This design comes from an exercise in tuning for small area on the open sky130 flow, not from production work. Function was checked by simulation only, so behaviour that the tests miss may differ from the original. Power is estimated from default activity; no workload was simulated.

==> flow/design.v (excerpt) <==
module uart_echo_top #(
    parameter int CLOCKS_PER_BIT = uart_pkg::CLOCKS_PER_BIT_DEFAULT,
    parameter int FIFO_DEPTH     = uart_pkg::FIFO_DEPTH_DEFAULT
) (
    input  logic clk,
    input  logic i_reset,
    input  logic i_uart_rx,
    output logic o_uart_tx
);
    logic            rx_valid;
    uart_pkg::byte_t rx_data;
    logic            fifo_valid;
    uart_pkg::byte_t fifo_data;
    logic            tx_ready;
    uart_rx #(
        .CLOCKS_PER_BIT (CLOCKS_PER_BIT)
    ) uart_rx0 (
        .clk       (clk),
        .i_reset   (i_reset),
        .i_uart_rx (i_uart_rx),
        .o_valid   (rx_valid),
        .o_data    (rx_data)
    );
    byte_fifo #(
        .FIFO_DEPTH (FIFO_DEPTH)
    ) byte_fifo0 (
        .clk     (clk),
        .i_reset (i_reset),
        .i_valid (rx_valid),
        .i_data  (rx_data),
        .o_valid (fifo_valid),
        .o_data  (fifo_data),
        .i_ready (tx_ready)
    );
    uart_tx #(
        .CLOCKS_PER_BIT (CLOCKS_PER_BIT)
    ) uart_tx0 (
        .clk       (clk),
        .i_reset   (i_reset),
        .i_valid   (fifo_valid),
        .i_data    (fifo_data),
  ...
Size: ~2300 cells after synthesis, ~2100 flip-flops, roughly 4 I/O pins, ~44000 µm² of cells after synthesis.
Settings: LEC_CHECK=0, CAP_MARGIN=20, CORE_MARGIN=2, CORE_UTILIZATION=70, CTS_BUF_LIST=sky130_fd_sc_hd__clkbuf_8, CTS_CLUSTER_DIAMETER=60, CTS_CLUSTER_SIZE=20, SLEW_MARGIN=20; clock period 8.0 ns.
standard.sh (not shown) runs the stock make flow with config.mk's settings and CLKGATE_MAP_FILE= SYNTH_SCRIPT=/design/flow/synth_recipe.tcl, a recipe that flattens the netlist after the stock synthesis.
==> flow/flow/run.sh <==
#!/bin/bash
# The standard layout (the standard.sh, whole), except that the clock
# tree is built without dummy loads and with leaf clusters of at most 20
# sinks within 55 um. make's full output goes to flow_make.log here; each
# tool's own log is under orfs/logs/
set -euo pipefail
export CTS_ARGS="-sink_clustering_enable -repair_clock_nets -dont_use_dummy_load -buf_list sky130_fd_sc_hd__clkbuf_8 -sink_clustering_size 20 -sink_clustering_max_diameter 55"
export RECOVER_POWER=100
bash standard.sh > flow_make.log 2>&1
The starting point completed, yet does not pass: capacitance limit, slew limit.
Next try:
==> flow/flow/run.sh (replaced) <==
#!/bin/bash
# Standard layout, with the clock tree built without dummy loads.
set -euo pipefail
export CTS_ARGS="-sink_clustering_enable -repair_clock_nets -dont_use_dummy_load -buf_list sky130_fd_sc_hd__clkbuf_8 -sink_clustering_size 18 -sink_clustering_max_diameter 60"
bash standard.sh > flow_make.log 2>&1
Outcome: The changed run completed without violations; final area is higher by about 0.6%; synthesized cell count stays the same; count of clock-buffer cells in the layout came out higher by 18; worst setup slack degrades by 21 ps; fmax goes down by 0.52%; total power goes up by 1.8%; sequential share of layout area drops by 0.52 points; combinational power went up by about 4%; global-route usage went up by 0.45 points; via count climbs by about 0.7%.
Next try:
==> flow/flow/run.sh (replaced) <==
#!/bin/bash
# The standard layout (the standard.sh, whole), except that the clock
# tree is built without dummy loads and with leaf clusters of at most 20
# sinks within 55 um. make's full output goes to flow_make.log here; each
# tool's own log is under orfs/logs/
set -euo pipefail
export CTS_ARGS="-sink_clustering_enable -repair_clock_nets -dont_use_dummy_load -buf_list sky130_fd_sc_hd__clkbuf_8 -sink_clustering_size 20 -sink_clustering_max_diameter 55"
bash standard.sh > flow_make.log 2>&1
Wire length decreases by 1.2%.
Final cell count is lower by about 0.5%.
Synthesized cell count does not change.
Setup slack improved by 83 ps.
Next try:
==> flow/flow/run.sh (replaced) <==
#!/bin/bash
# Standard layout, with the clock tree built without dummy loads.
set -euo pipefail
export CTS_ARGS="-sink_clustering_enable -repair_clock_nets -dont_use_dummy_load -buf_list sky130_fd_sc_hd__clkbuf_8 -sink_clustering_size 20 -sink_clustering_max_diameter 60"
bash standard.sh > flow_make.log 2>&1
Effect:
- The new run completed with no timing, DRC or antenna violations
- global-route usage stays flat
- wire length is lower by 0.44%
- critical path depth is unchanged
- clock-buffer cell count is lower by 2
- final area barely changes

-- static timing again, ports no longer ideal --
The results above use ideal ports. As a check the final layouts listed here were re-extracted and re-timed, cells and wires unchanged. Step 1 sets driving cells, clkbuf_16 on the clock port and buf_2 on the other inputs (assumed; they add their load-dependent delay and slew). Step 2 times the ports against the registers' clock, not the clock port: input delays grow and output delays shrink by t, the midpoint of the rising clock arrivals with the driver on. a / b / c = no drivers / after step 1 / after step 2; a / b = the first two.
| run | t, ns | setup slack, ns | hold slack, ns |
|---|---|---|---|
| the first run | 0.759 | 3.957 / 3.902 / 4.646 | 0.287 / 0.287 / 0.287 |
| the second run | 0.799 | 3.936 / 3.882 / 4.682 | 0.304 / 0.304 / 0.304 |
| the third run | 0.756 | 4.020 / 3.964 / 4.721 | 0.284 / 0.284 / 0.284 |
| the fourth run | 0.756 | 3.961 / 3.908 / 4.663 | 0.298 / 0.298 / 0.298 |
